Context: an optimization exercise on an open-source flow, tuned for small area, a short achievable clock period and few clock cycles per item. The choices shown serve that exercise and are no tape-out recipe.
In this exercise RTL edits were held to simulation tests only and were not proved equivalent to the original.

Design iir_df1_biquad_axis, start of the top module:
module iir_df1_biquad_axis
#(
    parameter int unsigned coeff_width  = 16,
    parameter int unsigned inout_width  = 16,
    parameter int unsigned scale_factor = 14,
    parameter int          a1_int_coeff = -31880,
    parameter int          a2_int_coeff = 15531,
    parameter int          bo_int_coeff = 167,
    parameter int          b1_int_coeff = -302,
    parameter int          b2_int_coeff = 167
) (
    input  logic                          clk,
    input  logic                          rst,
    input  logic                          s_axis_tvalid,
    input  logic signed [inout_width-1:0] s_axis_tdata,
    output logic                          m_axis_tready,
    output logic signed [inout_width-1:0] m_axis_tdata,
    output logic                          m_axis_tvalid
);
Size: roughly 1300 cells after synthesis, roughly 130 flip-flops, about 37 I/O pins, about 12000 sq um of cells after synthesis.
clock: 7.0 ns
lec_check: 0
abc_area: 1
cap_margin: 20
core_margin: 2
core_utilization: 40
cts_buf_list: sky130_fd_sc_hd__clkbuf_8
gpl_routability_driven: 0
setup_slack_margin: 3.0
slew_margin: 20
synth_hierarchical: 1
synth_minimum_keep_size: 0
run.sh (not shown) runs the stock make flow with config.mk's settings and CLKGATE_MAP_FILE= SYNTH_SCRIPT=/design/flow/synth_recipe.tcl, a recipe that flattens the netlist after the stock synthesis.
Testbench counts at the start, summed over its fixed seeds: cycles 24,024, items 24,000.
Rerun with:
Settings changed: GPL_ROUTABILITY_DRIVEN 0 to unset, PLACE_DENSITY set to 0.8.
Count of clock-buffer cells in the layout climbs by 1. Design area climbs slightly. Worst setup slack gets worse by 92 ps.
Rerun with:
Settings changed: PLACE_DENSITY 0.8 to unset, SETUP_SLACK_MARGIN 3.0 to 3.15.
The new run ran to the end with no violations.
Final cell count went up by about 0.7%.
Worst setup slack is better by 94 ps.
Design area rises by about 0.7%.
Fmax came out higher by 2.6%.
Rerun with:
Settings changed: SETUP_SLACK_MARGIN 3.15 to 3.35.
Result: The changed run completed with no timing, DRC or antenna violations; via count increases by 0.66%; worst hold slack stays flat; global-route usage hardly moves; count of clock-buffer cells in the layout does not change; wire length increases by 0.87%; worst setup slack got worse by 22 ps; synthesized cell count does not change; final cell count increases by 0.58%; clock skew barely changes; synthesized area does not change.

---

iir_df1_biquad_axis, a different RTL version from the one above (not shown whole).
Size in the first run: ~37 I/O pins, roughly 0.013 mm² of cells after synthesis.
==> flow/config.mk <==
export PLATFORM = sky130hd
export DESIGN_NAME = iir_df1_biquad_axis
export DESIGN_NICKNAME = iir_df1_biquad_axis
export VERILOG_FILES = /design/flow/design.v
export SDC_FILE = /design/flow/constraint.sdc
export NUM_CORES = 4
export LEC_CHECK = 0
export ABC_AREA = 1
export CAP_MARGIN = 20
export CORE_MARGIN = 2
export CORE_UTILIZATION = 60
export SETUP_SLACK_MARGIN = 3.0
export SLEW_MARGIN = 20
==> flow/constraint.sdc <==
create_clock -name core_clock -period 7.0 [get_ports {clk}]
set_input_delay 1.4000 -clock core_clock [delete_from_list [all_inputs] [get_ports {clk}]]
set_output_delay 1.4000 -clock core_clock [all_outputs]
set_load 0.01 [all_outputs]
The starting point finished clean.
Testbench counts at the start, summed over its fixed seeds: cycles 24,024, items 24,000.
Rerun with:
Settings changed: CORE_UTILIZATION 60 to 40, SETUP_SLACK_MARGIN 3.0 to 3.3.
The changed run completed with no timing, DRC or antenna violations.
Count of clock-buffer cells in the layout is lower by 1.
First-iteration DRC count fell by 5.8%.
Rerun with:
Settings changed: SETUP_SLACK_MARGIN 3.3 to 3.0.
Outcome: Wire length falls by 2.7%; worst setup slack degrades by 73 ps; clock-buffer cell count falls by 2; hold slack got worse by 15 ps.
Rerun with:
Settings changed: ABC_AREA 1 to unset, SETUP_SLACK_MARGIN 3.0 to 3.3.
Result:
- utilization increases by 0.43 points
- design area decreases by 2.7%
- area after synthesis decreases by 4.4%
- flip-flop and latch count stays the same
Rerun with:
Settings changed: ABC_AREA set to 1, SETUP_SLACK_MARGIN 3.3 to 2.2.
Effect:
- The new run went through all stages and came out clean
- cell area fell by 1.8%
- cell count climbs by 12%
- core utilization falls by 2.5 points
- hold slack got worse by 28 ps
- global-route usage falls by 0.80 points
- wire length came out lower by 0.52%
Rerun with:
Settings changed: ABC_AREA 1 to unset, SETUP_SLACK_MARGIN 2.2 to unset.
Global-route usage shrinks by 0.56 points. Utilization shrinks by 0.26 points. Wire length fell by about 6%. Clock skew came out higher by 3.9 ps. Cell area went down by 4.1%. Worst setup slack is worse by 880 ps. Cell count drops by 12%. Via count goes down by about 8%. Count of clock-buffer cells in the layout stays the same.

---

RTL: one of the versions met above, not the one the previous note started from.
For scale: roughly 1300 cells after synthesis, about 12000 um2 of cells after synthesis.
clock: 7.0 ns
lec_check: 0
abc_area: 1
cap_margin: 20
core_margin: 2
core_utilization: 40
setup_slack_margin: 3.2
slew_margin: 20
synth_hierarchical: 1
synth_minimum_keep_size: 0
Testbench counts at the start, summed over its fixed seeds: cycles 24,024, items 24,000.
Next try:
==> flow/flow/run.sh (new file) <==
#!/bin/bash
# The standard layout (standard.sh: the ORFS flow, standard synthesis included), with
# one change: the buffers placed on the input and output ports are buf_2 cells instead of
# the delay buffers buffer_ports picks by default. Every port still gets its buffer.
set -euo pipefail
export BUFFER_PORTS_ARGS="-buffer_cell sky130_fd_sc_hd__buf_2"
bash standard.sh finish > standard_flow.log 2>&1
==> flow/standard.sh (new file) <==
#!/bin/bash
# synth_recipe.tcl (not shown) runs the flow's synth.tcl, then flattens the netlist and writes it again
# the make line also repeats each setting of config.mk as NAME=value (left out here)
make -C /OpenROAD-flow-scripts/flow DESIGN_CONFIG=/design/flow/config.mk WORK_HOME=/design/flow/orfs CLKGATE_MAP_FILE= SYNTH_SCRIPT=/design/flow/synth_recipe.tcl "${@:-finish}"
Settings changed: CTS_BUF_LIST set to sky130_fd_sc_hd__clkbuf_8, SETUP_SLACK_MARGIN 3.2 to 3.0.
removed: flow/run.sh
After rerunning: The new run passed the timing, DRC and antenna checks. Register-to-register slack degrades by 0.097 ns. Area after synthesis does not change. Final area is lower by 4.0%. First-iteration DRC count came out lower by 5.2%. Sequential cell count stays the same. Fmax came out lower by 2.6%. Global-route usage drops by 0.24 points.
Next try:
==> flow/run.sh (new file) <==
#!/bin/bash
# synth_recipe.tcl (not shown) runs the flow's synth.tcl, then flattens the netlist and writes it again
# the make line also repeats each setting of config.mk as NAME=value (left out here)
make -C /OpenROAD-flow-scripts/flow DESIGN_CONFIG=/design/flow/config.mk WORK_HOME=/design/flow/orfs CLKGATE_MAP_FILE= SYNTH_SCRIPT=/design/flow/synth_recipe.tcl finish
Settings changed: CTS_BUF_LIST sky130_fd_sc_hd__clkbuf_8 to unset.
removed: flow/flow/run.sh
removed: flow/standard.sh
=>
- area after synthesis stays the same
- setup slack improved by 0.072 ns
- wire length is higher by 0.99%

---

iir_df1_biquad_axis again, from the RTL that the note above started with.
## iir_df1_biquad_axis
module iir_df1_biquad_axis
#(
    parameter int unsigned coeff_width  = 16,
    parameter int unsigned inout_width  = 16,
    parameter int unsigned scale_factor = 14,
    parameter int          a1_int_coeff = -31880,
    parameter int          a2_int_coeff = 15531,
    parameter int          bo_int_coeff = 167,
    parameter int          b1_int_coeff = -302,
    parameter int          b2_int_coeff = 167
) (
    input  logic                          clk,
    input  logic                          rst,
    input  logic                          s_axis_tvalid,
    input  logic signed [inout_width-1:0] s_axis_tdata,
    output logic                          m_axis_tready,
    output logic signed [inout_width-1:0] m_axis_tdata,
    output logic                          m_axis_tvalid
);
    logic        v1_q, v2_q, v3_q;        
    logic [15:0] hx1_q, hx2_q;            
    logic [15:0] y1_q;                    
    logic [15:0] yb_q;                    
    logic signed [17:0] t_d, t_q;
    logic [31:0]  ga_d, ga_q;
    logic [31:10] gb_d, gb_q;
    logic         gc_d, gc_q;
    logic         c29;
    logic [2:0]   top0, top1;
    logic         ok0, ok1, hi_ok, sgn;
    logic [15:0]  y_sat;
    logic tt1, tt2, tt3, tt4, tt5, tt6, tt7, tt8, tt9, tt10, tt11, tt12;
    logic tt13, tt14, tt15, tt16, tt17, tt18, tt19, tt20, tt21, tt22, tt23, tt24;
    logic tt25, tt26, tt27, tt28, tt29, tt30, tt31, tt32, tt33, tt34, tt35, tt36;
    logic tt37, tt38, tt39, tt40, tt41, tt42, tt43, tt44, tt45, tt46, tt47, tt48;
    logic tt49, tt50, tt51, tt52, tt53, tt54, tt55, tt56, tt57, tt58, tt59, tt60;
  ...
clock: 7.0 ns
lec_check: 0
abc_area: 1
cap_margin: 20
core_margin: 2
core_utilization: 40
cts_buf_list: sky130_fd_sc_hd__clkbuf_8
setup_slack_margin: 3.0
slew_margin: 20
synth_hierarchical: 1
synth_minimum_keep_size: 0
Stock flow here: none of the scripts above is used.
Testbench counts at the start, summed over its fixed seeds: cycles 24,024, items 24,000.
Change:
- SETUP_SLACK_MARGIN: 3.0 -> 2.8
Effect: Via count barely changes; final area is about the same; utilization falls by 0.12 points.
Change:
- CTS_CLUSTER_DIAMETER: default -> 80
- CTS_CLUSTER_SIZE: default -> 25
- SETUP_SLACK_MARGIN: 2.8 -> 3.0
Outcome: Final area is about the same; worst setup slack gets better by 0.30 ns; sequential cell count is unchanged; clock-buffer cell count does not change; routed wire length is about the same; non-clock buffer count stays the same; synthesized area stays the same; cell count is unchanged; worst hold slack stays flat.
Change:
- CTS_BUF_LIST: sky130_fd_sc_hd__clkbuf_8 -> default
- CTS_CLUSTER_DIAMETER: 80 -> default
- CTS_CLUSTER_SIZE: 25 -> default
- SETUP_SLACK_MARGIN: 3.0 -> 3.4
Global-route usage rose by 0.39 points.
First-iteration DRC count fell by 6.6%.
Design area rose by 3.5%.
Wire length rose by 2.5%.
Critical path depth rose by 4.
Setup slack improved by 0.064 ns.
Die area stays the same.
Core utilization rose by 1.6 points.
Register-to-register slack improved by 0.06 ns.

---

== main ==
Another version of the RTL of iir_df1_biquad_axis (not shown whole).
Size in the first run: ~1300 cells after synthesis, about 130 flip-flops, ~37 I/O pins.
Settings: LEC_CHECK=0, ABC_AREA=1, CAP_MARGIN=20, CORE_MARGIN=2, CORE_UTILIZATION=40, SETUP_SLACK_MARGIN=3.2, SLEW_MARGIN=20, SYNTH_HIERARCHICAL=1, SYNTH_MINIMUM_KEEP_SIZE=0; clock period 7.0 ns.
Testbench counts of main, summed over its fixed seeds: cycles 24,024, items 24,000.
Input changes introduced in the feature branch (baseline for comparison: main):
- a change of SETUP_SLACK_MARGIN from 3.2 to 3.0
Findings:
- main has higher routed length on met2 than the feature branch.
- main and the feature branch ended up with roughly the same clock skew.
- Summary of the feature branch over main: area growth from synthesis to layout has decreased; routed wire length decreased 440 µm.
- The feature branch was carried through to the last stage, and its layout satisfied the timing, DRC and antenna checks.
- Data required time of the worst path in the feature branch is 0.03 ns lower than in main
- For the worst setup slack, the feature branch came in 0.018 ns lower than main did.
- Per the comparison of the feature branch with main, number of global-route vias before repair went down; final area shows a reduction of 550 µm²; sequential cell area share saw an increase.
- Critical path depth came out lower on the feature branch than on main.

## separate check: timing with driven ports
Ports are ideal in the flow. The routed layouts listed here were re-timed in OpenROAD.
Step 1: set_driving_cell puts a clkbuf_16 on clk and a buf_2 on each other input, an assumption about the parent block.
Step 2 also shifts input and output timing later by t, the mid clock arrival at the registers, as if the neighbouring blocks saw the same clock.
Three values: no drivers, after step 1, after step 2; two values: the first two.
run	shift t [ns]	slack for setup (ns)	hold WS [ns]	worst setup path at the end
the first run of note 1	0.487	3.346 / 3.346 / 3.094	0.516 / 0.516 / 0.516	input to register
the second run of note 1	0.490	3.254 / 3.254 / 3.125	0.527 / 0.527 / 0.527	input to register
the third run of note 1	0.486	3.348 / 3.348 / 3.087	0.516 / 0.516 / 0.516	input to register
the fourth run of note 1	0.489	3.326 / 3.326 / 3.178	0.516 / 0.516 / 0.516	input to register
the first run of note 2	0.472	3.042 / 3.042 / 2.862	0.448 / 0.448 / 0.448	input to register
the second run of note 2	0.468	3.164 / 3.164 / 2.980	0.476 / 0.476 / 0.476	input to register
the third run of note 2	0.472	3.091 / 3.091 / 2.764	0.461 / 0.461 / 0.461	input to register
the fourth run of note 2	0.469	2.531 / 2.531 / 2.531	0.482 / 0.482 / 0.482	register to register
the fifth run of note 2	0.472	2.673 / 2.673 / 2.673	0.455 / 0.455 / 0.455	register to register
the sixth run of note 2	0.469	1.797 / 1.797 / 1.797	0.490 / 0.490 / 0.490	register to register
the first run of note 3	0.472	3.387 / 3.387 / 3.101	0.516 / 0.516 / 0.516	input to register
the second run of note 3	0.489	3.290 / 3.290 / 3.290	0.518 / 0.518 / 0.518	register to register
the third run of note 3	0.469	3.361 / 3.361 / 3.099	0.516 / 0.516 / 0.516	input to register
the first run of note 4	0.487	3.346 / 3.346 / 3.094	0.516 / 0.516 / 0.516	input to register
the second run of note 4	0.486	3.050 / 3.050 / 3.050	0.516 / 0.516 / 0.516	register to register
the third run of note 4	0.487	3.346 / 3.346 / 3.094	0.516 / 0.516 / 0.516	input to register
the fourth run of note 4	0.471	3.410 / 3.410 / 3.181	0.516 / 0.516 / 0.516	input to register
main	0.463	3.231 / 3.231 / 2.940	0.528 / 0.528 / 0.528	input to register
the feature branch	0.462	3.213 / 3.213 / 2.861	0.528 / 0.528 / 0.528	input to register
After both steps setup and hold are still met in every run listed. The setup slack of the feature branch, which loses most, moves by 0.000 ns with the drivers and by -0.352 ns with both steps.
